From an optimization exercise on the open Yosys and OpenROAD flow, aimed at small area; shortcuts taken in it are not production practice. RTL that was checked went through simulation tests only; none was proved equivalent to the original. The RTL of run 8 was laid out without a check of its function. Power is estimated from default activity; no workload was simulated.

$ cat flow/design.v
module victim_writeback_buffer #(
  parameter int DEPTH   = 4,
  parameter int ADDR_W  = 50,
  parameter int BLOCK_W = 512
) (
  input  logic                     clk,
  input  logic                     reset,
  input  logic                     evict_valid,
  input  logic [ADDR_W-1:0]        evict_addr,
  input  logic [BLOCK_W-1:0]       evict_block,
  output logic                     evict_ready,
  output logic                     mem_valid,
  output logic [ADDR_W-1:0]        mem_addr,
  output logic [BLOCK_W-1:0]       mem_block,
  input  logic                     mem_ready,
  input  logic                     snoop_en,
  input  logic [ADDR_W-1:0]        snoop_addr,
  output logic                     snoop_hit,
  output logic [BLOCK_W-1:0]       snoop_block,
  output logic [$clog2(DEPTH):0]   count,
  output logic                     full,
  output logic                     empty
);
  localparam int PTR_W = $clog2(DEPTH);
  localparam int CNT_W = PTR_W + 1;
  logic [ADDR_W-1:0]  addr_q  [DEPTH];
  logic [BLOCK_W-1:0] block_q [DEPTH];
  logic [DEPTH-1:0]   valid_q;             
  logic [PTR_W-1:0]   ord_q   [DEPTH];     
  logic [CNT_W-1:0]   count_q;
  logic [DEPTH-1:0]   ssel_q;              
  logic [DEPTH-1:0]   head_q;              
  logic               push_en, pop_en, coalesce, alloc;
  logic [DEPTH-1:0]   evict_match, snoop_match, head_oh, free_oh;
  logic [PTR_W-1:0]   match_idx, free_idx;
  logic [PTR_W-1:0]   ord_m [DEPTH];
  logic [PTR_W-1:0]   ord_n [DEPTH];
  logic [CNT_W-1:0]   app_pos;
  assign full    = (count_q == CNT_W'(DEPTH));
  assign empty   = (count_q == '0);
  assign pop_en  = !empty && mem_ready;
  assign push_en = evict_valid && !full;
  assign alloc   = push_en && !coalesce;
  assign head_oh = head_q;
  assign evict_ready = !full;
  assign mem_valid   = !empty;
  assign count       = count_q;
  assign snoop_hit   = |ssel_q;
  always_comb begin
    mem_addr    = '0;
    mem_block   = '0;
    snoop_block = '0;
    for (int i = 0; i < DEPTH; i++) begin
      if (head_oh[i]) begin
        mem_addr  = mem_addr  | addr_q[i];
        mem_block = mem_block | block_q[i];
      end
      if (ssel_q[i]) snoop_block = snoop_block | block_q[i];
    end
  end
  always_comb begin
    coalesce  = 1'b0;
    match_idx = '0;
    free_idx  = '0;
    free_oh   = '0;
    for (int i = DEPTH - 1; i >= 0; i--) begin
      evict_match[i] = push_en && valid_q[i] && (addr_q[i] == evict_addr) &&
                       !(pop_en && head_oh[i]);
      snoop_match[i] = valid_q[i] && (addr_q[i] == snoop_addr);
      if (evict_match[i]) begin
        coalesce  = 1'b1;
        match_idx = PTR_W'(i);
      end
      if (!valid_q[i]) free_idx = PTR_W'(i);
    end
    for (int i = 0; i < DEPTH; i++) free_oh[i] = (free_idx == PTR_W'(i));
  end
  always_comb begin
    app_pos = count_q - CNT_W'(pop_en);
    for (int j = 0; j < DEPTH; j++)
      ord_m[j] = (coalesce && ord_q[j] == match_idx) ? free_idx : ord_q[j];
    for (int j = 0; j < DEPTH; j++) begin
      if (pop_en && j < DEPTH - 1) ord_n[j] = ord_m[j+1];
      else                         ord_n[j] = ord_m[j];
      if (alloc && app_pos == CNT_W'(j)) ord_n[j] = free_idx;
    end
  end
  always_ff @(posedge clk) begin
    for (int i = 0; i < DEPTH; i++) begin
      if (!reset && push_en && free_oh[i]) begin
        addr_q[i]  <= evict_addr;
        block_q[i] <= evict_block;
      end
    end
  end
  always_ff @(posedge clk) begin
    for (int j = 0; j < DEPTH; j++) ord_q[j] <= ord_n[j];
    for (int i = 0; i < DEPTH; i++) head_q[i] <= (ord_n[0] == PTR_W'(i));
  end
  always_ff @(posedge clk) begin
    if (reset) begin
      valid_q <= '0;
      count_q <= '0;
      ssel_q  <= '0;
    end else begin
      ssel_q <= snoop_en ? snoop_match : '0;
      for (int i = 0; i < DEPTH; i++) begin
        if ((pop_en && head_oh[i]) || (coalesce && match_idx == PTR_W'(i)))
          valid_q[i] <= 1'b0;
        if (push_en && free_oh[i])
          valid_q[i] <= 1'b1;
      end
      if (alloc && !pop_en)      count_q <= count_q + CNT_W'(1);
      else if (!alloc && pop_en) count_q <= count_q - CNT_W'(1);
    end
  end
endmodule
$ cat flow/run.sh
#!/bin/bash
# synth_recipe.tcl (not shown) runs the flow's synth.tcl, then flattens the netlist and writes it again
# the make line also repeats each setting of config.mk as NAME=value (left out here)
make -C /OpenROAD-flow-scripts/flow DESIGN_CONFIG=/design/flow/config.mk WORK_HOME=/design/flow/orfs CLKGATE_MAP_FILE= SYNTH_SCRIPT=/design/flow/synth_recipe.tcl finish
$ cat flow/config.mk
export PLATFORM = sky130hd
export DESIGN_NAME = victim_writeback_buffer
export DESIGN_NICKNAME = victim_writeback_buffer
export VERILOG_FILES = /design/flow/design.v
export SDC_FILE = /design/flow/constraint.sdc
export NUM_CORES = 4
export LEC_CHECK = 0
export CAP_MARGIN = 20
export CORE_MARGIN = 2
export CORE_UTILIZATION = 40
export SLEW_MARGIN = 20
$ cat flow/constraint.sdc
create_clock -name core_clock -period 5.0 [get_ports {clk}]
set_input_delay 1.0000 -clock core_clock [delete_from_list [all_inputs] [get_ports {clk}]]
set_output_delay 1.0000 -clock core_clock [all_outputs]
set_load 0.01 [all_outputs]
==> impl_metrics.csv, run 1 <==
group,metric,value,unit
timing,timing.fmax,0.204,GHz
worst_setup_path,rr_startpoint,"count_q[0]",
yosys,synth_edf_count,2248,
grt,grt_pass1_wl,625,mm
yosys,yosys_warnings,6,
worst_setup_path,crit_fanout,33,
clocking,numCtsBuffers,236,
yosys,synth_ff_type,"edfxtp_1",
die,initial_core_util,40.1,%
power,seqPwrFrac,39.4,%
yosys,synth_seq_cells,2271,
route,drt_iter0_drc,10400,
grt,track_usage,37.2,%
run_status,outcome,"timing/DRC/antenna clean",
worst_setup_path,critPathLaunch,"ssel_q[0]",
power,irDropWorstVdd,0.349,mV
cells_and_area,areaGrowthSynthToFinish,31.8,%
worst_setup_path,cp.arrival,3900,ps
min_path,hp-class,"reg2reg",
timing,setup_viol,0,
place,dp_cells,11500,
place,place_congestion,1.10,
timing,maxSlewHeadroom,24.0,%
power,swShare,33.2,%
clocking,ctsHoldBuffers,0,
worst_setup_path,path_class,"reg2out",
yosys,syn_area,96200,um2
worst_setup_path,crit_required,4000,ps
cells_and_area,stdcell_count,12000,
clocking,insertion_delay,910,ps
clocking,clk_pin_slew_worst_paths,70,ps
run,max_cap_violations,0,
grt,grt_overflow,0,
power,p_sw,19.3,mW
route,drc,0,
route,drtPass1Iterations,13,
power,p_int,38.8,mW
route,drtAntennaViolNets,0,
route,routed_wl,474,mm
timing,hold_slack,610,ps
clocking,cts_tree,"built",
place,io_buffers,1698,
worst_setup_path,crit_end,"snoop_block[474]",
route,via_count,75900,
die,die_x,494,um
cells_and_area,fin_nets,9160,
timing,finalMaxSlewViolations,0,
die,core,240000,um2
cells_and_area,layout_common_cells,"edfxtp_1 (2248), a22oi_1 (2149), clkdlybuf4s50_1 (1698), nand2_1 (1105), clkbuf_16 (237)",
power,clockPowerShare,29.9,%
grt,antenna_found_initial,173,
grt,grt_pass1_vias,71800,
worst_setup_path,worstSetupEndpointType,"primary output",
die,chipHeight,494,um
yosys,syn_inst,6818,
timing,min_period_over_period,97.9,%
clocking,cts-htree-levels,4,
clocking,cts-resized-gates,0,
timing,finalHoldViolations,0,
power,cellPowerDensity,459,nW/um2
worst_setup_path,reg2reg_depth,14,
cells_and_area,drive_gt1_share,7.66,%
worst_setup_path,critPathLaunchType,"register",
timing,skew,106,ps
power,combPwrFrac,30.8,%
grt,grt_max_degree,152,
route,vias_per_cell,6.31,
yosys,yosysUniqueCellTypes,73,
power,power_leakage,43.0,nW
clocking,ctsRootBufferMaster,"clkbuf_16",
yosys,avgSynthCellArea,14.1,um2
yosys,async_flop_share,0,%
yosys,ys_seq_area_share,70.7,%
worst_setup_path,r2r_setup_slack,940,ps
place,hpwl,346,mm
route,wl_per_cell,39.4,um
cells_and_area,mostFrequentLayoutCell,"edfxtp_1",
die,pin_count,1699,
clocking,clock_path_buffers,3,
timing,worstMarginPinSlew,1140,ps
timing,rsz0062_at_grt,"no",
clocking,clkSinkCount,2271,
worst_setup_path,reg2reg_to,"count_q[2]",
die,die_area,244000,um2
yosys,synth_nets,7439,
timing,finalCriticalPeriod,4900,ps
die,row_count,180,
clocking,cts_setup_buffers,0,
[flip-flops by register name (all words and copies together) (netlist names)]
| signal | flops |
|---|---|
| block_q | 2048 |
| addr_q | 200 |
| ord_q | 8 |
| head_q | 4 |
| ssel_q | 4 |
| valid_q | 4 |
| count_q | 3 |
[metrics by stage]
| stage | TNS (ps) | cell area (um2) | setup slack, ps | power [mW] | util [%] |
|---|---|---|---|---|---|
| after global routing | 0 | 127000 | 86.3 | 59.5 | 52.8 |
| after detailed placement | 0 | 119000 | 138 | 40.8 | 49.6 |
| after global placement | -19.1 | 119000 | -19.1 | 40.7 | 49.6 |
| after floorplan | - | 96300 | -14750 | 30.4 | - |
| after CTS | 0 | 127000 | 97.6 | 57.9 | 52.7 |
| final | 0 | 127000 | 103 | 58.1 | 52.8 |
[worst max-delay path: stages (launching register included)]
cell and delay (ps):
dfxtp_4 1020, buf_4 560, buf_4 400, a22oi_1 150
nand2_1 100, clkdlybuf4s50_1 690
[metal layers]
| metal | GRT usage, % | share of wire, % |
|---|---|---|
| met1 | 45.3 | 36 |
| met2 | 54.1 | 43 |
| met3 | 14.4 | 12 |
| met4 | 26.3 | 8.3 |
| met5 | 0 | 0.16 |
[synth_stat cells (3+ instances only)]
cell | n | area share [%]
a21oi_1 | 10 | 0.052
a22oi_1 | 2149 | 17
and2_1 | 6 | 0.039
and4_1 | 7 | 0.064
buf_1 | 29 | 0.11
clkbuf_1 | 483 | 1.9
dfxtp_1 | 23 | 0.48
edfxtp_1 | 2248 | 70
ha_1 | 3 | 0.039
inv_1 | 22 | 0.086
mux2_2 | 3 | 0.035
mux2_4 | 3 | 0.047
mux2i_1 | 7 | 0.073
nand2_1 | 1105 | 4.3
nand2b_1 | 5 | 0.033
nand3_1 | 8 | 0.042
nand4_1 | 71 | 0.46
nand4b_1 | 4 | 0.036
nor2_1 | 26 | 0.10
nor2b_1 | 23 | 0.15
nor3_1 | 10 | 0.052
nor3b_1 | 4 | 0.031
nor4_1 | 87 | 0.57
nor4_2 | 4 | 0.052
nor4b_1 | 3 | 0.027
o211ai_1 | 3 | 0.023
o21ai_0 | 12 | 0.062
o22ai_1 | 3 | 0.020
or2_2 | 4 | 0.026
or4_1 | 9 | 0.070
xnor2_1 | 184 | 1.7
xor2_1 | 209 | 1.9
[power groups by stage]
| stage | combinational, mW | clock (mW) | sequential [mW] |
|---|---|---|---|
| floorplan | 6.80 | 0 | 23.6 |
| global placement | 17.5 | 0 | 23.2 |
| detailed placement | 17.5 | 0 | 23.3 |
| CTS | 17.6 | 17.5 | 22.9 |
| global route | 18.3 | 18.2 | 23.0 |
| finish | 17.9 | 17.4 | 22.9 |
[kinds of logic after synthesis]
| logic type | Yosys count | synth area share (%) |
|---|---|---|
| DFF | 2271 | 70.7 |
| AOI/OAI and AO/OA | 2206 | 17.2 |
| and+or+nand+nor | 1392 | 6.23 |
| buffers and inverters | 539 | 2.12 |
| xor gates and xnor gates | 393 | 3.58 |
| muxes | 13 | 0.155 |
| adders and majority gates | 4 | 0.0598 |
[cell type report]
cell class | count | area, um2
Timing Repair Buffer | 1998 | 20600
Clock buffer | 293 | 6140
Multi-Input combinational cell | 4008 | 26200
Inverter | 24 | 90.1
Fill cell | 20000 | 113000
Clock inverter | 152 | 1460
Antenna cell | 97 | 243
Sequential cell | 2271 | 68000
Tap cell | 3185 | 3990
[worst min-delay path by stage]
stage | from | endpoint | cells past startpoint
floorplan | valid_q[3] | ssel_q[3] | 2
global placement | ord_q[3][0] | ord_q[3][0] | 1
detailed placement | ord_q[3][0] | ord_q[3][0] | 1
CTS | ord_q[3][0] | ord_q[3][0] | 1
global route | ord_q[3][0] | ord_q[3][0] | 1
finish | ord_q[3][0] | ord_q[3][0] | 1
==> run 2: changes to the inputs <==
--- a/flow/design.v
+++ b/flow/design.v
@@ -89,3 +89,3 @@
     for (int i = 0; i < DEPTH; i++) begin
-      if (!reset && push_en && free_oh[i]) begin
+      if (!valid_q[i]) begin
         addr_q[i]  <= evict_addr;
==> flow/flow/run.sh (new file) <==
#!/bin/bash
# Standard ORFS layout with two changes: port buffers use the smallest buffer
# cell, and the clock tree uses clkbuf_8 sink clusters without dummy loads.
set -euo pipefail
bash standard.sh \
  "BUFFER_PORTS_ARGS=-buffer_cell sky130_fd_sc_hd__buf_1" \
  "CTS_ARGS=-sink_clustering_enable -repair_clock_nets -dont_use_dummy_load -buf_list {sky130_fd_sc_hd__clkbuf_4 sky130_fd_sc_hd__clkbuf_8} -sink_clustering_size 30 -sink_clustering_max_diameter 80" \
  finish > flow_make.log 2>&1
==> flow/standard.sh (new file) <==
#!/bin/bash
# synth_recipe.tcl (not shown) runs the flow's synth.tcl, then flattens the netlist and writes it again
# the make line also repeats each setting of config.mk as NAME=value (left out here)
make -C /OpenROAD-flow-scripts/flow DESIGN_CONFIG=/design/flow/config.mk WORK_HOME=/design/flow/orfs CLKGATE_MAP_FILE= SYNTH_SCRIPT=/design/flow/synth_recipe.tcl "${@:-finish}"
--- a/flow/config.mk
+++ b/flow/config.mk
@@ -9,3 +9,3 @@
 export CORE_MARGIN = 2
-export CORE_UTILIZATION = 40
+export CORE_UTILIZATION = 65
 export SLEW_MARGIN = 20
removed: flow/run.sh
==> impl_metrics.csv, run 2 <==
group,metric,value,unit
run_status,outcome,"stopped before the end",
yosys,synth_seq_cells,2271,
yosys,synth_nets,7505,
yosys,syn_area,96700,um2
die,initial_core_util,65.5,%
yosys,syn_inst,6884,
run_status,stop_error,"[ERROR PPL-0024] Number of IO pins (1699) exceeds maximum number of available positions (1410). Increase the die perimeter from 1558.48um to 2310.64um.",
yosys,synth_most_common_cell,"edfxtp_1",
yosys,synth_edf_count,2248,
run_status,lastStage,"I/O pin placement",
yosys,ys_seq_area_share,70.3,%
yosys,yosysUniqueCellTypes,93,
die,die_x,390,um
yosys,avgSynthCellArea,14.0,um2
yosys,synth_ff_type,"edfxtp_1",
die,chipHeight,390,um
yosys,synthTopCellsByCount,"edfxtp_1 (2248), a22oi_1 (2150), nand2_1 (1114), clkbuf_1 (463), xor2_1 (247)",
yosys,async_flop_share,0,%
die,row_count,141,
yosys,yosys_warnings,6,
yosys,yosysTopAreaCell,"edfxtp_1",
yosys,netlist_top_cells_area,"edfxtp_1 (70%), a22oi_1 (17%), nand2_1 (4.3%)",
yosys,synth_top_area_share,69.8,%
[run 2: cell count changes after synthesis, moves of 10 or more]
cell | before | now
clkbuf_1 | 483 | 463
nand4_1 | 71 | 60
nand2b_1 | 5 | 39
xnor2_1 | 184 | 121
buf_1 | 29 | 40
xor2_1 | 209 | 247
inv_1 | 22 | 32
[run 2: kinds of logic after synthesis]
| family | Yosys count | synth area share [%] |
|---|---|---|
| flip-flops | 2271 | 70.3 |
| AO/OA/AOI/OAI | 2234 | 17.4 |
| XOR/XNOR | 369 | 3.35 |
| buffers and inverters | 548 | 2.18 |
| AND/OR/NAND/NOR | 1451 | 6.59 |
| adder cells (fa/ha/maj) | 4 | 0.0596 |
| multiplexers | 7 | 0.0803 |
==> run 3: changes to the inputs <==
==> flow/flow/run.sh (replaced) <==
#!/bin/bash
# Standard ORFS layout with two changes: port buffers use the smallest buffer
# cell, the clock tree uses clkbuf_8 sink clusters without dummy loads, and
# pins may sit on adjacent routing tracks so a denser die still fits them.
set -euo pipefail
bash standard.sh \
  "BUFFER_PORTS_ARGS=-buffer_cell sky130_fd_sc_hd__buf_1" \
  "CTS_ARGS=-sink_clustering_enable -repair_clock_nets -dont_use_dummy_load -buf_list {sky130_fd_sc_hd__clkbuf_4 sky130_fd_sc_hd__clkbuf_8} -sink_clustering_size 30 -sink_clustering_max_diameter 80" \
  "PLACE_PINS_ARGS=-min_distance 1 -min_distance_in_tracks" \
  finish > flow_make.log 2>&1
==> impl_metrics.csv, run 3 <==
group,metric,value,unit
yosys,synth_ff_type,"edfxtp_1",
die,die_x,390,um
yosys,synth_most_common_cell,"edfxtp_1",
yosys,syn_area,96700,um2
run_status,outcome,"stopped before the end",
yosys,async_flop_share,0,%
yosys,ys_seq_area_share,70.3,%
yosys,synthTopCellsByCount,"edfxtp_1 (2248), a22oi_1 (2150), nand2_1 (1114), clkbuf_1 (463), xor2_1 (247)",
place,hpwl,246,mm
grt,grt_max_degree,170,
die,row_count,141,
clocking,cts-htree-levels,3,
clocking,numCtsBuffers,102,
clocking,clkSinkCount,2271,
clocking,clock_path_buffers,3,
yosys,synth_edf_count,2248,
yosys,synth_nets,7505,
yosys,avgSynthCellArea,14.0,um2
clocking,cts-resized-gates,0,
yosys,netlist_top_cells_area,"edfxtp_1 (70%), a22oi_1 (17%), nand2_1 (4.3%)",
grt,grt_pass1_vias,76300,
run_status,stop_error,"[ERROR GRT-0116] Global routing finished with congestion. Check the congestion regions in the DRC Viewer.",
run_status,lastStage,"global routing",
yosys,yosysUniqueCellTypes,93,
place,place_ws,483,ps
yosys,yosysTopAreaCell,"edfxtp_1",
clocking,cts_setup_buffers,0,
place,dp_cells,10200,
clocking,ctsRootBufferMaster,"clkbuf_8",
yosys,yosys_warnings,6,
die,chipHeight,390,um
yosys,synth_seq_cells,2271,
yosys,syn_inst,6884,
place,io_buffers,1698,
yosys,synth_top_area_share,69.8,%
grt,track_usage,50.7,%
grt,grt_overflow,38,
place,placed_cell_area,105000,um2
grt,grt_pass1_wl,543,mm
die,pin_count,1699,
die,initial_core_util,65.5,%
clocking,ctsHoldBuffers,0,
place,place_congestion,1.13,
==> run 3: cell counts after synthesis <==
Identical to the previous run, type by type.
==> run 3: worst min-delay path by stage <==
stage | start | to | slack, ps
floorplan | count_q[2] | count_q[2] | 550
global placement | count_q[2] | count_q[2] | 610
detailed placement | count_q[2] | count_q[2] | 600
CTS | evict_block[106] | block_q[2][106] | 220
==> run 3: stage by stage <==
stage / utilization (%) / setup TNS, ps
after global placement: 71.4 / 0
after floorplan: - / -9619220
after detailed placement: 71.4 / 0
after CTS: 72.4 / 0
==> run 3: per-layer routing <==
metal | global-route usage, % | GRT overflow
met5 | 3.96 | 0
met4 | 25.6 | 12
met3 | 29.0 | 0
met2 | 71.5 | 26
met1 | 61.9 | 0
==> run 3: power groups by stage <==
stage	clock (mW)	sequential (mW)	combinational, mW
floorplan	0	25.3	6.72
global placement	0	25.2	12.6
detailed placement	0	25.4	12.7
CTS	7.02	25.0	12.7
==> run 3: cells by family after synthesis <==
family | count (synthesis) | synth area share (%)
AOI/OAI and AO/OA | 2234 | 17.4
xor gates and xnor gates | 369 | 3.35
and+or+nand+nor | 1451 | 6.59
adders and majority gates | 4 | 0.0596
DFF | 2271 | 70.3
muxes | 7 | 0.0803
buffers and inverters | 548 | 2.18
==> run 4: changes to the inputs <==
==> flow/flow/run.sh (replaced) <==
#!/bin/bash
# Standard ORFS layout with two changes: port buffers use the smallest buffer
# cell, and the clock tree uses clkbuf_8 sink clusters without dummy loads.
set -euo pipefail
bash standard.sh \
  "BUFFER_PORTS_ARGS=-buffer_cell sky130_fd_sc_hd__buf_1" \
  "CTS_ARGS=-sink_clustering_enable -repair_clock_nets -dont_use_dummy_load -buf_list sky130_fd_sc_hd__clkbuf_8 -sink_clustering_size 16 -sink_clustering_max_diameter 50" \
  finish > flow_make.log 2>&1
--- a/flow/config.mk
+++ b/flow/config.mk
@@ -9,3 +9,3 @@
 export CORE_MARGIN = 2
-export CORE_UTILIZATION = 65
+export CORE_UTILIZATION = 40
 export SLEW_MARGIN = 20
==> impl_metrics.csv, run 4 <==
group,metric,value,unit
worst_setup_path,crit_buf_inv,2,
die,initial_core_util,40.2,%
yosys,synth_ff_type,"edfxtp_1",
grt,grt_pass1_vias,71700,
yosys,syn_inst,6884,
yosys,yosysTopAreaCell,"edfxtp_1",
timing,fin_tns_setup,0,ps
die,die_x,496,um
place,io_buffers,1698,
die,die_area,246000,um2
cells_and_area,mostFrequentLayoutCell,"edfxtp_1",
yosys,synth_most_common_cell,"edfxtp_1",
cells_and_area,largest_register,"block_q",
cells_and_area,largest_reg_flops,2048,
clocking,ctsRootBufferMaster,"clkbuf_8",
timing,finalMaxSlewViolations,0,
yosys,async_flop_share,0,%
die,chipHeight,496,um
place,place_congestion,1.03,
timing,min_period_over_period,88.5,%
route,routed_wl,468,mm
timing,finalHoldViolations,0,
clocking,cts-resized-gates,0,
min_path,hp-class,"in2reg",
worst_setup_path,cp.arrival,3430,ps
route,drt_iter0_drc,10600,
yosys,synth_top_family_by_area,"compound AO/OA/AOI/OAI gates",
worst_setup_path,crit_family,"buffers and inverters",
place,placed_cell_area,108000,um2
timing,timing.fmax,0.226,GHz
route,drtPass1Iterations,9,
grt,grt_overflow,0,
yosys,ys_seq_area_share,70.3,%
worst_setup_path,path_class,"reg2out",
yosys,synth_fa_ha_area_share,0.0595,%
yosys,synth_top_area_share,69.8,%
clocking,clk_pin_slew_worst_paths,100,ps
worst_setup_path,path_cells,"buf_4 -> a22oi_1 -> nand2_1 -> buf_1",
cells_and_area,drive_gt1_share,6.40,%
yosys,synth-xor-area-share,3.35,%
yosys,synthTopCellsByCount,"edfxtp_1 (2248), a22oi_1 (2150), nand2_1 (1114), clkbuf_1 (463), xor2_1 (247)",
place,hpwl,340,mm
worst_setup_path,max_stage_delay,970,ps
cells_and_area,fin_nets,9181,
route,drc,0,
yosys,synth_simple_gate_area_share,6.59,%
timing,worstMarginPinSlew,1140,ps
timing,maxSlewHeadroom,23.1,%
clocking,cts-htree-levels,4,
cells_and_area,reg_top3,"block_q (2048), addr_q (200), ord_q (8)",
clocking,ctsHoldBuffers,0,
route,vias_per_cell,6.43,
power,cellPowerDensity,446,nW/um2
grt,track_usage,36.4,%
timing,setup_viol,0,
clocking,clkSinkCount,2271,
timing,skew,165,ps
yosys,synth_nets,7505,
clocking,numCtsBuffers,228,
power,power_leakage,39.6,nW
yosys,synthMuxAreaShare,0.0803,%
grt,antenna_found_initial,175,
die,row_count,180,
worst_setup_path,critPathLaunchType,"register",
worst_setup_path,cp_slowest_cell,"dfxtp_4",
run,max_cap_violations,0,
yosys,yosysUniqueCellTypes,93,
grt,grt_pass1_wl,615,mm
timing,rsz0062_at_grt,"no",
yosys,netlist_top_cells_area,"edfxtp_1 (70%), a22oi_1 (17%), nand2_1 (4.3%)",
route,via_count,76100,
die,pin_count,1699,
clocking,clock_path_buffers,3,
yosys,avgSynthCellArea,14.0,um2
yosys,yosys_warnings,6,
timing,finalCriticalPeriod,4430,ps
yosys,syn_area,96700,um2
cells_and_area,areaGrowthSynthToFinish,15.0,%
route,wl_per_cell,39.5,um
power,irDropWorstVdd,0.414,mV
worst_setup_path,worstSetupEndpointType,"primary output",
clocking,cts_setup_buffers,0,
worst_setup_path,crit_fanout,42,
die,core,240000,um2
yosys,synth_compound_area_share,17.4,%
clocking,insertion_delay,1000,ps
cells_and_area,fin_area,111000,um2
yosys,synth_edf_count,2248,
run_status,outcome,"timing/DRC/antenna clean",
route,drtAntennaViolNets,0,
worst_setup_path,crit_required,4000,ps
clocking,cts_tree,"built",
grt,grt_max_degree,139,
cells_and_area,utilization,46.3,%
yosys,synth_seq_cells,2271,
cells_and_area,layout_common_cells,"edfxtp_1 (2248), a22oi_1 (2150), buf_1 (1698), nand2_1 (1114), xor2_1 (247)",
## run 4: cell counts after synthesis
No cell type changed its count.
## run 4: cell families after synthesis
family | Yosys count
AO/OA/AOI/OAI | 2234
XOR/XNOR | 369
adder cells (fa/ha/maj) | 4
buffers and inverters | 548
flip-flops | 2271
multiplexers | 7
AND/OR/NAND/NOR | 1451
## run 4: final cells by class
class | instances | area, um2
Fill cell | 21700 | 129000
Sequential cell | 2271 | 68000
Multi-Input combinational cell | 4065 | 26600
Timing Repair Buffer | 1962 | 9080
Tap cell | 3185 | 3990
Clock buffer | 228 | 3140
Antenna cell | 94 | 235
Inverter | 32 | 135
## run 4: layer usage
layer	global-route usage [%]	wire [um]
met1	44.8	168000
met2	53.5	205000
met3	14.0	59000
met4	23.7	35700
met5	0	718
## run 4: where the power goes
group / internal (mW) / switching [mW] / total (mW)
Clock: 4.00 / 6.11 / 10.1
Sequential: 23.5 / 1.63 / 25.1
Combinational: 3.55 / 10.8 / 14.3
## run 4: final timing paths
path                     from  cells past startpoint               to  slack (ps)
max                 ssel_q[3]                      4  snoop_block[15]         570
min          evict_block[458]                      1  block_q[1][458]         180
max reg2reg        count_q[0]                      9        head_q[2]        1130
min reg2reg        valid_q[2]                      2       valid_q[2]         680
## run 4: through the flow
stage / hold slack [ps] / worst slack [ps] / cells / total power [mW]
after floorplan: 554 / -4970 / 6884 / 32.1
after CTS: 87.3 / 501 / 11700 / 49.3
after global routing: 138 / 454 / 11800 / 50.9
after detailed placement: 660 / 393 / 11500 / 39.5
after global placement: 663 / 302 / 11500 / 39.4
final: 177 / 573 / 11800 / 49.6
==> run 5: changes to the inputs <==
--- a/flow/design.v
+++ b/flow/design.v
@@ -28,2 +28,4 @@
   logic [DEPTH-1:0]   valid_q;             
+  logic [DEPTH-1:0]   free_q;              
+  logic [DEPTH-1:0]   valid_n;
   logic [PTR_W-1:0]   ord_q   [DEPTH];     
@@ -89,6 +91,4 @@
     for (int i = 0; i < DEPTH; i++) begin
-      if (!valid_q[i]) begin
-        addr_q[i]  <= evict_addr;
-        block_q[i] <= evict_block;
-      end
+      addr_q[i]  <= ({ADDR_W{free_q[i]}}  & evict_addr)  | ({ADDR_W{valid_q[i]}}  & addr_q[i]);
+      block_q[i] <= ({BLOCK_W{free_q[i]}} & evict_block) | ({BLOCK_W{valid_q[i]}} & block_q[i]);
     end
@@ -99,2 +99,11 @@
   end
+  always_comb begin
+    valid_n = valid_q;
+    for (int i = 0; i < DEPTH; i++) begin
+      if ((pop_en && head_oh[i]) || (coalesce && match_idx == PTR_W'(i)))
+        valid_n[i] = 1'b0;
+      if (push_en && free_oh[i])
+        valid_n[i] = 1'b1;
+    end
+  end
   always_ff @(posedge clk) begin
@@ -102,2 +111,3 @@
       valid_q <= '0;
+      free_q  <= '1;
       count_q <= '0;
@@ -105,9 +115,5 @@
     end else begin
-      ssel_q <= snoop_en ? snoop_match : '0;
-      for (int i = 0; i < DEPTH; i++) begin
-        if ((pop_en && head_oh[i]) || (coalesce && match_idx == PTR_W'(i)))
-          valid_q[i] <= 1'b0;
-        if (push_en && free_oh[i])
-          valid_q[i] <= 1'b1;
-      end
+      ssel_q  <= snoop_en ? snoop_match : '0;
+      valid_q <= valid_n;
+      free_q  <= ~valid_n;
       if (alloc && !pop_en)      count_q <= count_q + CNT_W'(1);
==> impl_metrics.csv, run 5 <==
group,metric,value,unit
run_status,outcome,"timing/DRC/antenna clean",
place,placed_cell_area,104000,um2
timing,maxSlewHeadroom,12.1,%
yosys,yosysUniqueCellTypes,68,
timing,fin_tns_setup,0,ps
yosys,avgSynthCellArea,9.95,um2
yosys,synth_compound_area_share,38.3,%
cells_and_area,largest_reg_flops,2048,
route,wl_per_cell,36.7,um
clocking,clock_path_buffers,4,
yosys,yosys_warnings,6,
worst_setup_path,crit_fanout,64,
timing,finalMaxSlewViolations,0,
timing,rsz0062_at_grt,"no",
cells_and_area,drive_gt1_share,5.09,%
timing,min_period_over_period,97.3,%
die,row_count,178,
place,place_congestion,1.02,
worst_setup_path,max_stage_delay,770,ps
yosys,yosysTopAreaCell,"dfxtp_1",
worst_setup_path,path_class,"reg2out",
cells_and_area,areaGrowthSynthToFinish,13.8,%
worst_setup_path,critPathLaunchType,"register",
worst_setup_path,path_cells,"buf_4 -> buf_4 -> a22oi_1 -> nand2_1 -> buf_1",
yosys,ys_seq_area_share,47.9,%
timing,hold_slack,214,ps
cells_and_area,reg_top3,"block_q (2048), addr_q (200), ord_q (8)",
power,seqPwrFrac,40.4,%
place,io_buffers,1698,
timing,worstMarginPinSlew,1320,ps
clocking,ctsHoldBuffers,0,
clocking,clk_pin_slew_worst_paths,90,ps
timing,skew,116,ps
run,max_cap_violations,0,
yosys,synthTopCellsByCount,"dfxtp_1 (2275), a22o_1 (2241), a22oi_1 (2149), nand2_1 (1101), clkbuf_1 (923)",
cells_and_area,fin_nets,11300,
yosys,async_flop_share,0,%
power,power_leakage,47.8,nW
die,initial_core_util,40.3,%
yosys,syn_inst,9556,
route,vias_per_cell,6.77,
cells_and_area,fin_area,108000,um2
die,core,236000,um2
die,die_x,492,um
yosys,synth_top_area_share,47.9,%
worst_setup_path,crit_path_frequent_cell,"buf_4",
grt,antenna_found_initial,147,
route,drt_iter0_drc,12100,
grt,track_usage,39.8,%
yosys,syn_area,95100,um2
worst_setup_path,cp_slowest_cell,"buf_4",
yosys,synth_simple_gate_area_share,5.97,%
power,p_sw,25.5,mW
place,place_ws,564,ps
route,drtAntennaViolNets,0,
route,drc,0,
power,clockPowerShare,20.3,%
timing,finalHoldViolations,0,
grt,grt_max_degree,182,
worst_setup_path,crit_required,4000,ps
yosys,synth_top_family_by_area,"compound AO/OA/AOI/OAI gates",
worst_setup_path,worstSetupEndpointType,"primary output",
yosys,synth_ff_type,"dfxtp_1",
yosys,synthMuxAreaShare,0.0553,%
yosys,synth_seq_cells,2275,
power,p_int,32.6,mW
timing,timing.fmax,0.206,GHz
grt,grt_overflow,0,
clocking,clkSinkCount,2275,
min_path,hp-class,"in2reg",
worst_setup_path,cp.arrival,3860,ps
cells_and_area,mostFrequentLayoutCell,"dfxtp_1",
yosys,synth_nets,10200,
power,irDropWorstVdd,0.505,mV
route,routed_wl,512,mm
route,via_count,94600,
timing,setup_viol,0,
yosys,synth_fa_ha_area_share,0.0605,%
yosys,synth_most_common_cell,"dfxtp_1",
power,swShare,43.8,%
cells_and_area,largest_register,"block_q",
clocking,ctsRootBufferMaster,"clkbuf_8",
yosys,netlist_top_cells_area,"dfxtp_1 (48%), a22o_1 (21%), a22oi_1 (17%)",
yosys,synth_edf_count,0,
yosys,synth-xor-area-share,3.34,%
cells_and_area,fillers,22600,
grt,grt_pass1_vias,88100,
place,hpwl,336,mm
die,die_area,242000,um2
clocking,cts_setup_buffers,0,
die,pin_count,1699,
power,combPwrFrac,39.3,%
clocking,numCtsBuffers,284,
cells_and_area,layout_common_cells,"dfxtp_1 (2259), a22o_1 (2241), a22oi_1 (2149), buf_1 (1698), nand2_1 (1101)",
clocking,insertion_delay,1070,ps
timing,fin_ws,137,ps
grt,grt_pass1_wl,703,mm
power,cellPowerDensity,537,nW/um2
route,drtPass1Iterations,7,
clocking,cts_tree,"built",
timing,finalCriticalPeriod,4860,ps
clocking,cts-htree-levels,5,
die,chipHeight,492,um
clocking,cts-resized-gates,0,
## run 5: cell count changes after synthesis, moves of 22 or more
cell	change
nand2b_1	-22
clkbuf_1	+460
buf_2	+22
edfxtp_1	-2248
dfxtp_1	+2252
a22o_1	+2240
buf_1	+44
## run 5: power by group through the flow
stage	registers, mW	clock network (mW)	logic (mW)
floorplan	22.8	0	12.2
global placement	23.6	0	22.0
finish	23.5	11.8	22.8
CTS	23.4	11.9	22.1
global route	23.8	12.6	23.4
detailed placement	23.8	0	22.1
## run 5: cell families (layout without fill, tap and decap cells)
family / count (synthesis) / in the layout
AOI/OAI and AO/OA: 4482 / 4482
DFF: 2275 / 2275
and+or+nand+nor: 1344 / 1344
buffers and inverters: 1084 / 2249
xor gates and xnor gates: 362 / 362
muxes: 5 / 5
adders and majority gates: 4 / 4
other: 0 / 90
## run 5: through the flow
step                power (mW)  util (%)  cells
detailed placement        45.8      44.1  13600
global placement          45.6      44.1  13600
CTS                       57.4      45.8  13900
finish                    58.1      45.9  14000
floorplan                 35.0         -   9556
global route              59.8      45.8  13900
## run 5: worst paths after layout
path	start	endpoint	slack [ps]	cells after the start
max	head_q[3]	mem_block[18]	140	5
min	evict_block[492]	block_q[1][492]	210	2
max reg2reg	count_q[2]	count_q[2]	1240	13
min reg2reg	block_q[1][33]	block_q[1][33]	500	1
## run 5: cell type report
cell class / instances / area (um2) / share of cell area [%]
antenna: 90 / 225 / 0.208
clock buffer: 284 / 3910 / 3.61
inverter: 44 / 165 / 0.153
multi-input combinational: 6197 / 45400 / 42.0
sequential: 2275 / 45600 / 42.2
tap: 3150 / 3940 / 3.64
timing repair buffer: 1921 / 8950 / 8.27
## run 5: routing by layer
| metal | share of wire [%] | up-vias | global-route usage [%] |
|---|---|---|---|
| li1 | - | 39500 | - |
| met2 | 41 | 6271 | 55.9 |
| met4 | 10 | 110 | 35.3 |
| met1 | 37 | 47300 | 48.8 |
| met5 | 0.14 | - | 0 |
| met3 | 11 | 1394 | 12.1 |
## run 5: worst max-delay path, delay by kind of cell (launching register included)
family | cells | cell delay, ps
buf+inv | 3 | 1770
flops | 1 | 490
simple gates | 1 | 230
compound gates | 1 | 160
==> run 6: changes to the inputs <==
--- a/flow/config.mk
+++ b/flow/config.mk
@@ -10,2 +10,3 @@
 export CORE_UTILIZATION = 40
+export PLACE_DENSITY = 0.8
 export SLEW_MARGIN = 20
==> impl_metrics.csv, run 6 <==
group,metric,value,unit
run_status,outcome,"timing/DRC/antenna clean",
yosys,yosys_warnings,6,
clocking,cts_tree,"built",
timing,setup_viol,0,
yosys,yosysTopAreaCell,"dfxtp_1",
worst_setup_path,critPathLaunchType,"register",
min_path,hp-start,"evict_block[507]",
clocking,ctsRootBufferMaster,"clkbuf_8",
worst_setup_path,crit_fanout,148,
yosys,synth_most_common_cell,"dfxtp_1",
die,core,236000,um2
grt,grt_max_degree,180,
min_path,hold_path_end,"block_q[0][507]",
place,io_buffers,1698,
timing,finalCriticalPeriod,4500,ps
min_path,hp-class,"in2reg",
power,irDropWorstVdd,0.544,mV
place,place_ws,517,ps
worst_setup_path,rr_startpoint,"count_q[0]",
grt,grt_pass1_vias,85500,
yosys,synth_top_area_share,47.9,%
cells_and_area,layout_common_cells,"dfxtp_1 (2259), a22o_1 (2241), a22oi_1 (2149), buf_1 (1696), nand2_1 (1101)",
clocking,cts-htree-levels,4,
worst_setup_path,cp.arrival,3500,ps
min_path,holdPathStages,2,
place,hpwl,311,mm
timing,min_period_over_period,90.0,%
yosys,synth_edf_count,0,
die,die_area,242000,um2
timing,maxSlewHeadroom,14.3,%
cells_and_area,stdcell_count,13900,
clocking,insertion_delay,1080,ps
worst_setup_path,r2r_setup_slack,1170,ps
route,drtPass1Iterations,9,
timing,rsz0062_at_grt,"no",
yosys,synth_nets,10200,
yosys,ys_seq_area_share,47.9,%
cells_and_area,fin_nets,11200,
timing,fin_tns_setup,0,ps
worst_setup_path,reg2reg_to,"count_q[2]",
cells_and_area,drive_gt1_share,4.12,%
clocking,clkSinkCount,2275,
clocking,clock_path_buffers,3,
run,max_cap_violations,0,
route,wl_per_cell,33.3,um
place,place_congestion,1.07,
timing,finalMaxSlewViolations,0,
grt,track_usage,35.6,%
timing,worstMarginPinSlew,1290,ps
worst_setup_path,worstSetupEndpointType,"primary output",
grt,grt_overflow,0,
yosys,synth_seq_cells,2275,
yosys,netlist_top_cells_area,"dfxtp_1 (48%), a22o_1 (21%), a22oi_1 (17%)",
timing,timing.fmax,0.222,GHz
yosys,syn_area,95100,um2
clocking,cts_setup_buffers,0,
cells_and_area,reg_top3,"block_q (2048), addr_q (200), ord_q (8)",
die,chipHeight,492,um
place,dp_cells,13500,
clocking,clk_pin_slew_worst_paths,100,ps
cells_and_area,mostFrequentLayoutCell,"dfxtp_1",
die,pin_count,1699,
power,cellPowerDensity,517,nW/um2
cells_and_area,largest_reg_flops,2048,
worst_setup_path,reg2reg_depth,12,
grt,grt_pass1_wl,645,mm
yosys,synthTopCellsByCount,"dfxtp_1 (2275), a22o_1 (2241), a22oi_1 (2149), nand2_1 (1101), clkbuf_1 (923)",
timing,skew,215,ps
grt,antenna_found_initial,127,
cells_and_area,areaGrowthSynthToFinish,12.4,%
clocking,cts-resized-gates,0,
yosys,avgSynthCellArea,9.95,um2
die,initial_core_util,40.3,%
cells_and_area,fillers,22500,
route,drt_iter0_drc,15800,
route,drc,0,
die,row_count,178,
yosys,async_flop_share,0,%
clocking,numCtsBuffers,213,
route,drtAntennaViolNets,0,
clocking,ctsHoldBuffers,0,
route,via_count,94700,
timing,fin_ws,498,ps
timing,finalHoldViolations,0,
route,vias_per_cell,6.83,
cells_and_area,largest_register,"block_q",
power,power_leakage,47.0,nW
worst_setup_path,crit_required,4000,ps
worst_setup_path,path_class,"reg2out",
yosys,synth_ff_type,"dfxtp_1",
die,die_x,492,um
yosys,syn_inst,9556,
route,routed_wl,462,mm
yosys,yosysUniqueCellTypes,68,
run 6: metrics by stage:
step | utilization [%] | area (um2) | power, mW | hold WS, ps
floorplan | - | 95100 | 35.0 | 463
global placement | 43.9 | 104000 | 44.4 | 479
detailed placement | 43.9 | 104000 | 44.6 | 489
CTS | 45.2 | 107000 | 54.1 | 128
global route | 45.2 | 107000 | 56.7 | 192
finish | 45.3 | 107000 | 55.2 | 214
run 6: cell families after synthesis:
| logic type | count (synthesis) | share of synthesized area [%] |
|---|---|---|
| flip-flops | 2275 | 47.9 |
| XOR/XNOR | 362 | 3.33 |
| AND/OR/NAND/NOR | 1344 | 5.97 |
| buffers and inverters | 1084 | 4.34 |
| adder cells (fa/ha/maj) | 4 | 0.0605 |
| multiplexers | 5 | 0.0553 |
| AO/OA/AOI/OAI | 4482 | 38.3 |
run 6: worst max path at each step:
stage / from / end / slack [ps] / cells after the start
4_1_cts: head_q[2] / mem_block[237] / 540 / 4
5_1_grt: head_q[0] / mem_block[148] / 480 / 5
2_1_floorplan: evict_addr[21] / count_q[2] / 1320 / 13
6_report: head_q[0] / mem_block[150] / 500 / 5
3_3_place_gp: mem_ready / count_q[2] / 500 / 13
3_5_place_dp: mem_ready / count_q[2] / 520 / 13
run 6: power by group:
part           total, mW  internal, mW  switching (mW)
Combinational       21.7          6.74            14.9
Clock               9.96          3.76            6.20
Sequential          23.6          20.8            2.78
run 6: cell type report:
class / count / area [um2] / area share (%)
Sequential cell: 2275 / 45600 / 42.7
Timing Repair Buffer: 1881 / 8540 / 7.99
Tap cell: 3150 / 3940 / 3.69
Multi-Input combinational cell: 6197 / 45400 / 42.5
Antenna cell: 103 / 258 / 0.241
Inverter: 44 / 165 / 0.155
Clock buffer: 213 / 2930 / 2.74
run 6: metal layers:
layer	up-vias	GRT usage (%)	wire, um	share of wire (%)
met1	45800	44.2	162000	35
met3	1620	13.2	66600	14
met2	7853	47.8	182000	39
met4	76	31.3	49700	11
li1	39300	-	-	-
met5	-	0.694	713	0.15
run 6: critical path: stages, from the launching register on:
cell	delay (ps)
dfxtp_4	550
buf_12	450
buf_4	600
a22oi_1	160
nand2_1	170
buf_1	180
==> run 7: changes to the inputs <==
--- a/flow/config.mk
+++ b/flow/config.mk
@@ -10,3 +10,3 @@
 export CORE_UTILIZATION = 40
-export PLACE_DENSITY = 0.8
+export PLACE_DENSITY = 0.9
 export SLEW_MARGIN = 20
==> impl_metrics.csv, run 7 <==
group,metric,value,unit
yosys,avgSynthCellArea,9.95,um2
power,cellPowerDensity,517,nW/um2
power,power,55.6,mW
route,vias_per_cell,6.99,
power,p_int,31.4,mW
power,p_sw,24.2,mW
timing,finalCriticalPeriod,4430,ps
power,irDropWorstVdd,0.382,mV
place,place_congestion,1.08,
worst_setup_path,critPathLaunchType,"register",
power,swShare,43.5,%
clocking,cts_tree,"built",
timing,min_period_over_period,88.5,%
timing,setup_viol,0,
route,wl_per_cell,34.0,um
die,pin_count,1699,
worst_setup_path,path_class,"reg2out",
clocking,clock_path_buffers,3,
timing,finalHoldViolations,0,
yosys,syn_inst,9556,
route,drtPass1Iterations,10,
cells_and_area,largest_reg_flops,2048,
grt,antenna_found_initial,137,
clocking,insertion_delay,1050,ps
timing,fin_tns_setup,0,ps
cells_and_area,areaGrowthSynthToFinish,13.0,%
yosys,synth_ff_type,"dfxtp_1",
route,drc,0,
die,core,236000,um2
cells_and_area,mostFrequentLayoutCell,"dfxtp_1",
yosys,synth_nets,10200,
die,die_x,492,um
yosys,synth_top_area_share,47.9,%
run_status,outcome,"timing/DRC/antenna clean",
grt,grt_overflow,0,
power,combPwrFrac,39.5,%
cells_and_area,drive_gt1_share,4.94,%
die,row_count,178,
place,hpwl,330,mm
clocking,cts-resized-gates,0,
yosys,synth_most_common_cell,"dfxtp_1",
clocking,numCtsBuffers,209,
clocking,clkSinkCount,2275,
die,initial_core_util,40.3,%
worst_setup_path,worstSetupEndpointType,"primary output",
timing,finalMaxSlewViolations,0,
grt,grt_pass1_vias,87200,
yosys,synthTopCellsByCount,"dfxtp_1 (2275), a22o_1 (2241), a22oi_1 (2149), nand2_1 (1101), clkbuf_1 (923)",
route,drt_iter0_drc,16800,
yosys,netlist_top_cells_area,"dfxtp_1 (48%), a22o_1 (21%), a22oi_1 (17%)",
route,via_count,97400,
clocking,cts-htree-levels,4,
worst_setup_path,crit_required,4000,ps
clocking,cts_setup_buffers,0,
cells_and_area,layout_common_cells,"dfxtp_1 (2259), a22o_1 (2241), a22oi_1 (2149), buf_1 (1693), nand2_1 (1101)",
yosys,syn_area,95100,um2
run,max_cap_violations,0,
yosys,yosysUniqueCellTypes,68,
yosys,async_flop_share,0,%
grt,grt_pass1_wl,658,mm
cells_and_area,largest_register,"block_q",
timing,hold_slack,255,ps
place,io_buffers,1698,
route,drtAntennaViolNets,0,
power,clockPowerShare,17.7,%
timing,skew,209,ps
timing,timing.fmax,0.226,GHz
min_path,hp-class,"in2reg",
clocking,ctsRootBufferMaster,"clkbuf_8",
worst_setup_path,cp.arrival,3430,ps
yosys,synth_seq_cells,2275,
grt,grt_max_degree,160,
die,chipHeight,492,um
yosys,yosysTopAreaCell,"dfxtp_1",
power,power_leakage,47.5,nW
timing,worstMarginPinSlew,1290,ps
die,die_area,242000,um2
yosys,yosys_warnings,6,
cells_and_area,fin_nets,11300,
route,routed_wl,474,mm
cells_and_area,reg_top3,"block_q (2048), addr_q (200), ord_q (8)",
timing,rsz0062_at_grt,"no",
power,seqPwrFrac,42.8,%
worst_setup_path,crit_fanout,53,
grt,track_usage,36.5,%
timing,maxSlewHeadroom,14.2,%
clocking,ctsHoldBuffers,0,
yosys,synth_edf_count,0,
clocking,clk_pin_slew_worst_paths,100,ps
yosys,ys_seq_area_share,47.9,%
-- run 7: path summary, 6_finish.rpt --
kind,slack [ps],startpoint,to,depth (start not counted)
worst min register to register,500,block_q[3][148],block_q[3][148],1
worst min-delay path,250,evict_block[463],block_q[2][463],2
worst max register to register,1320,count_q[2],count_q[2],12
worst max-delay path,570,ssel_q[0],snoop_block[495],6
-- run 7: area by class of cell --
class	count	area (um2)
inverter	44	165
sequential	2275	45600
tap	3150	3940
antenna	100	250
fill	22000	128000
clock buffer	209	2880
timing repair buffer	1973	9230
multi-input combinational	6197	45400
-- run 7: cell families after synthesis --
logic type	Yosys count	share of synthesized area (%)
adders and majority gates	4	0.0605
buffers and inverters	1084	4.34
AOI/OAI and AO/OA	4482	38.3
xor gates and xnor gates	362	3.33
and+or+nand+nor	1344	5.97
muxes	5	0.0553
DFF	2275	47.9
-- run 7: per-layer routing --
metal / vias up / routed length [um] / global-route usage (%) / part of all wire (%)
li1: 39500 / - / - / -
met1: 46600 / 161000 / 44.3 / 34
met2: 9223 / 184000 / 48.8 / 39
met3: 2066 / 75000 / 15.2 / 16
met4: 102 / 53400 / 32.2 / 11
met5: - / 699 / 0 / 0.15
-- run 7: worst max-delay path: stages, from the launching register on --
cell and delay, ps:
dfxtp_4 590, buf_12 320, buf_4 410, buf_4 450, a22oi_1 160, nand2_1 160, buf_1 290
-- run 7: per-stage QoR --
stage	worst slack (ps)	cell area, um2	utilization, %	cells
detailed placement	532	104000	44.2	13600
global route	532	107000	45.5	13900
finish	573	107000	45.6	13900
floorplan	1320	95100	-	9556
global placement	564	104000	44.2	13600
CTS	625	107000	45.5	13800
-- run 7: power groups by stage --
stage	combinational (mW)	sequential, mW	clock (mW)
finish	22.0	23.8	9.83
global route	22.4	24.0	10.4
CTS	20.9	23.6	9.71
detailed placement	20.8	24.0	0
global placement	20.6	23.9	0
floorplan	12.2	22.8	0
==> run 8: changes to the inputs <==
==> flow/design.v (replaced) <==
module victim_writeback_buffer #(
  parameter int DEPTH   = 4,
  parameter int ADDR_W  = 50,
  parameter int BLOCK_W = 512
) (
  input  logic                     clk,
  input  logic                     reset,
  input  logic                     evict_valid,
  input  logic [ADDR_W-1:0]        evict_addr,
  input  logic [BLOCK_W-1:0]       evict_block,
  output logic                     evict_ready,
  output logic                     mem_valid,
  output logic [ADDR_W-1:0]        mem_addr,
  output logic [BLOCK_W-1:0]       mem_block,
  input  logic                     mem_ready,
  input  logic                     snoop_en,
  input  logic [ADDR_W-1:0]        snoop_addr,
  output logic                     snoop_hit,
  output logic [BLOCK_W-1:0]       snoop_block,
  output logic [$clog2(DEPTH):0]   count,
  output logic                     full,
  output logic                     empty
);
  localparam int PTR_W = $clog2(DEPTH);
  localparam int CNT_W = PTR_W + 1;
  logic [ADDR_W-1:0]  addr_q  [DEPTH];
  logic [BLOCK_W-1:0] block_q [DEPTH];
  logic [DEPTH-1:0]   valid_q;
  logic [PTR_W-1:0]   head_q, tail_q;
  logic [CNT_W-1:0]   count_q;
  logic               snoop_hit_q;
  logic [BLOCK_W-1:0] snoop_block_q;
  logic               push_en, pop_en, coalesce, alloc;
  logic [DEPTH-1:0]   evict_match, snoop_match;
  logic [PTR_W-1:0]   match_idx;
  logic               snoop_any;
  logic [BLOCK_W-1:0] snoop_data;
  assign full    = (count_q == CNT_W'(DEPTH));
  assign empty   = (count_q == '0);
  assign pop_en  = !empty && mem_ready;
  assign push_en = evict_valid && !full;
  assign alloc   = push_en && !coalesce;
  assign evict_ready = !full;
  assign mem_valid   = !empty;
  assign mem_addr    = addr_q[head_q];
  assign mem_block   = block_q[head_q];
  assign count       = count_q;
  assign snoop_hit   = snoop_hit_q;
  assign snoop_block = snoop_block_q;
  always_comb begin
    coalesce   = 1'b0;
    match_idx  = '0;
    snoop_any  = 1'b0;
    snoop_data = '0;
    for (int i = 0; i < DEPTH; i++) begin
      evict_match[i] = valid_q[i] && (addr_q[i] == evict_addr) &&
                       !(pop_en && (head_q == PTR_W'(i)));
      snoop_match[i] = valid_q[i] && (addr_q[i] == snoop_addr);
      if (evict_match[i]) begin
        coalesce  = 1'b1;
        match_idx = PTR_W'(i);
      end
      if (snoop_match[i]) begin
        snoop_any  = 1'b1;
        snoop_data = snoop_data | block_q[i];
      end
    end
  end
  always_ff @(posedge clk) begin
    if (!reset && push_en) begin
      if (coalesce) begin
        block_q[match_idx] <= evict_block;
      end else begin
        addr_q[tail_q]  <= evict_addr;
        block_q[tail_q] <= evict_block;
      end
    end
  end
  always_ff @(posedge clk) begin
    if (reset) begin
      valid_q       <= '0;
      head_q        <= '0;
      tail_q        <= '0;
      count_q       <= '0;
      snoop_hit_q   <= 1'b0;
      snoop_block_q <= '0;
    end else begin
      snoop_hit_q   <= snoop_en && snoop_any;
      snoop_block_q <= snoop_en ? snoop_data : '0;
      if (pop_en) begin
        valid_q[head_q] <= 1'b0;
        head_q          <= head_q + PTR_W'(1);
      end
      if (alloc) begin
        valid_q[tail_q] <= 1'b1;
        tail_q          <= tail_q + PTR_W'(1);
      end
      if (alloc && !pop_en)      count_q <= count_q + CNT_W'(1);
      else if (!alloc && pop_en) count_q <= count_q - CNT_W'(1);
    end
  end
endmodule
==> flow/run.sh (new file) <==
#!/bin/bash
# synth_recipe.tcl (not shown) runs the flow's synth.tcl, then flattens the netlist and writes it again
# the make line also repeats each setting of config.mk as NAME=value (left out here)
make -C /OpenROAD-flow-scripts/flow DESIGN_CONFIG=/design/flow/config.mk WORK_HOME=/design/flow/orfs CLKGATE_MAP_FILE= SYNTH_SCRIPT=/design/flow/synth_recipe.tcl finish
--- a/flow/config.mk
+++ b/flow/config.mk
@@ -10,3 +10,2 @@
 export CORE_UTILIZATION = 40
-export PLACE_DENSITY = 0.9
 export SLEW_MARGIN = 20
removed: flow/flow/run.sh
removed: flow/standard.sh
==> impl_metrics.csv, run 8 <==
group,metric,value,unit
run_status,outcome,"timing/DRC/antenna clean",
power,cellPowerDensity,443,nW/um2
cells_and_area,areaGrowthSynthToFinish,33.9,%
worst_setup_path,path_class,"reg2out",
cells_and_area,fillers,21400,
die,core,268000,um2
timing,finalMaxSlewViolations,0,
yosys,yosysUniqueCellTypes,59,
timing,finalCriticalPeriod,4730,ps
cells_and_area,mostFrequentLayoutCell,"edfxtp_1",
timing,finalHoldViolations,0,
yosys,synth_edf_count,2248,
timing,skew,130,ps
grt,grt_overflow,0,
place,hpwl,351,mm
die,die_area,274000,um2
cells_and_area,regArea,78000,um2
die,chipHeight,523,um
route,drc,0,
cells_and_area,fin_area,144000,um2
cells_and_area,largest_register,"block_q",
place,io_buffers,1698,
clocking,cts_setup_buffers,0,
cells_and_area,largest_reg_flops,2048,
route,drtAntennaViolNets,0,
worst_setup_path,cp.arrival,3730,ps
grt,grt_pass1_vias,71700,
worst_setup_path,path_cells,"buf_12 -> buf_4 -> mux4_2 -> clkdlybuf4s50_1",
yosys,async_flop_share,0,%
grt,grt_pass1_wl,619,mm
die,die_x,523,um
yosys,synth_top_area_share,62.6,%
yosys,avgSynthCellArea,18.1,um2
worst_setup_path,crit_required,4000,ps
cells_and_area,fin_nets,8723,
route,drtPass1Iterations,7,
clocking,clkSinkCount,2774,
place,place_congestion,1.02,
cells_and_area,drive_gt1_share,19.0,%
timing,maxSlewHeadroom,37.0,%
cells_and_area,reg_top3,"block_q (2048), snoop_block_q (512), addr_q (200)",
route,vias_per_cell,6.09,
place,place_ws,-286,ps
die,row_count,190,
cells_and_area,stdcell_count,12000,
clocking,ctsHoldBuffers,0,
worst_setup_path,crit_fanout,26,
route,wl_per_cell,39.0,um
worst_setup_path,max_stage_delay,930,ps
power,power,64.0,mW
yosys,netlist_top_cells_area,"edfxtp_1 (63%), mux4_2 (12%), dfxtp_1 (9.8%)",
clocking,clk_pin_slew_worst_paths,60,ps
timing,fin_ws,272,ps
grt,grt_max_degree,94,
clocking,clock_path_buffers,4,
clocking,numCtsBuffers,310,
die,initial_core_util,40.2,%
route,via_count,72900,
worst_setup_path,critPathLaunchType,"register",
place,placed_cell_area,134000,um2
grt,track_usage,33.1,%
grt,antenna_found_initial,156,
power,power_leakage,45.0,nW
clocking,cts-htree-levels,5,
yosys,synth_nets,6610,
route,drt_iter0_drc,9205,
cells_and_area,layout_common_cells,"edfxtp_1 (2248), clkdlybuf4s50_1 (1698), a22oi_1 (1028), mux4_2 (562), dfxtp_1 (524)",
timing,timing.fmax,0.211,GHz
worst_setup_path,crit_family,"buffers and inverters",
yosys,synth_seq_cells,2774,
timing,worstMarginPinSlew,936,ps
place,dp_cells,11300,
clocking,ctsRootBufferMaster,"clkbuf_16",
yosys,synthTopCellsByCount,"edfxtp_1 (2248), a22oi_1 (1028), mux4_2 (562), dfxtp_1 (526), a21oi_1 (520)",
yosys,synth_most_common_cell,"edfxtp_1",
yosys,syn_inst,5977,
yosys,ys_seq_area_share,72.3,%
timing,min_period_over_period,94.6,%
timing,setup_viol,0,
yosys,synth_ff_type,"edfxtp_1",
yosys,yosysTopAreaCell,"edfxtp_1",
timing,rsz0062_at_grt,"no",
run,max_cap_violations,0,
worst_setup_path,worstSetupEndpointType,"primary output",
yosys,syn_area,108000,um2
min_path,hp-class,"reg2reg",
clocking,insertion_delay,990,ps
clocking,cts-resized-gates,0,
die,pin_count,1699,
clocking,cts_tree,"built",
cells_and_area,multi_input_area,28000,um2
worst_setup_path,crit_buf_inv,3,
yosys,yosys_warnings,1,
route,routed_wl,467,mm
worst_setup_path,cp_slowest_cell,"dfxtp_4",
power,irDropWorstVdd,0.354,mV
==> run 8: cell count changes after synthesis, moves of 509 or more <==
| cell | delta |
|---|---|
| mux4_2 | +562 |
| dfxtp_1 | -1749 |
| clkbuf_1 | -736 |
| a22o_1 | -2236 |
| edfxtp_1 | +2248 |
| a21oi_1 | +509 |
| nand2_1 | -1093 |
| a22oi_1 | -1121 |
==> run 8: where the power goes <==
group | internal [mW] | leakage [nW] | switching, mW
combinational | 7.07 | 15.4 | 7.54
sequential | 26.0 | 24.6 | 0.657
clock | 13.5 | 4.95 | 9.31
==> run 8: worst min-delay path: stages, from the launching register on <==
cell      delay, ps
edfxtp_1        340
a22oi_1          70
a21oi_1         110
==> run 8: cell type report <==
type                       count  area share, %
antenna                       88          0.152
clock buffer                 416           6.00
clock inverter               131          0.972
inverter                      57          0.148
multi-input combinational   2718           19.4
sequential                  2774           54.0
tap                         3552           3.08
timing repair buffer        2229           16.3
==> run 8: final timing paths <==
path / end / startpoint / cells after the start / slack (ps)
setup reg to reg: block_q[0][297] / addr_q[0][21] / 12 / 700
setup / recovery: mem_block[212] / register / 4 / 270
hold / removal: snoop_block_q[504] / block_q[1][504] / 2 / 480
hold reg to reg: snoop_block_q[504] / block_q[1][504] / 2 / 480
==> run 8: cell families (layout without fill, tap and decap cells) <==
logic type | count (synthesis) | in the layout | share of synthesized area [%]
DFF | 2774 | 2774 | 72.3
AOI/OAI and AO/OA | 1616 | 1616 | 10.1
muxes | 564 | 564 | 11.7
buffers and inverters | 485 | 2833 | 1.87
xor gates and xnor gates | 344 | 344 | 2.79
and+or+nand+nor | 178 | 178 | 0.993
adders and majority gates | 16 | 16 | 0.192
other | 0 | 88 | 0
==> run 8: metrics by stage <==
step | util [%] | TNS [ps] | hold slack [ps]
final | 53.9 | 0 | 478
after global routing | 53.8 | 0 | 532
after CTS | 53.8 | 0 | 471
after detailed placement | 50.0 | -119400 | 537
after global placement | 50.0 | -221550 | 523
after floorplan | - | - | 477
==> run 8: per-layer routing <==
layer | track usage (%) | up-vias | wire length (um)
met5 | 0 | - | 566
met1 | 40.6 | 37900 | 167000
li1 | - | 29100 | -
met3 | 10.5 | 1005 | 51900
met4 | 21.2 | 90 | 31700
met2 | 50.6 | 4795 | 216000

-- separate check: timing with driven ports --
In the flow no input, the clock included, has a driving cell. The finished layouts below were timed again as built, in two steps. Step 1, drivers: a clkbuf_16 drives clk and a buf_2 each remaining input, both assumed. Step 2 adds t to the input delays and takes it off the output delays; t is the mean of the earliest and latest rising clock arrival at the registers after step 1. Input paths then give back, and output paths get back, about the clock's delay inside the block. Three values: ideal, step 1, step 2; two values: the first two.
run	t, ns	setup slack, ns	hold slack, ns	clock arrival spread, ns	worst register clock-pin slew, ns
run 1	0.968	0.103 / -0.007 / -0.071	0.610 / 0.610 / 0.610	0.108 / 0.108	0.08 / 0.08
run 4	1.055	0.573 / 0.471 / 0.352	0.177 / 0.098 / 0.675	0.234 / 0.234	0.10 / 0.10
run 5	1.125	0.137 / 0.037 / 0.396	0.214 / 0.137 / 0.503	0.146 / 0.146	0.11 / 0.11
run 6	1.084	0.498 / 0.402 / 0.295	0.214 / 0.148 / 0.508	0.242 / 0.242	0.11 / 0.11
run 7	1.032	0.573 / 0.481 / 0.276	0.255 / 0.187 / 0.503	0.229 / 0.228	0.11 / 0.11
run 8	1.028	0.272 / 0.164 / -0.389	0.478 / 0.478 / 0.478	0.138 / 0.139	0.08 / 0.08
Met with ideal ports but missed after step 2: setup timing in run 1 and run 8. The setup slack of run 8, which loses most, moves by -0.108 ns with the drivers and by -0.661 ns with both steps.
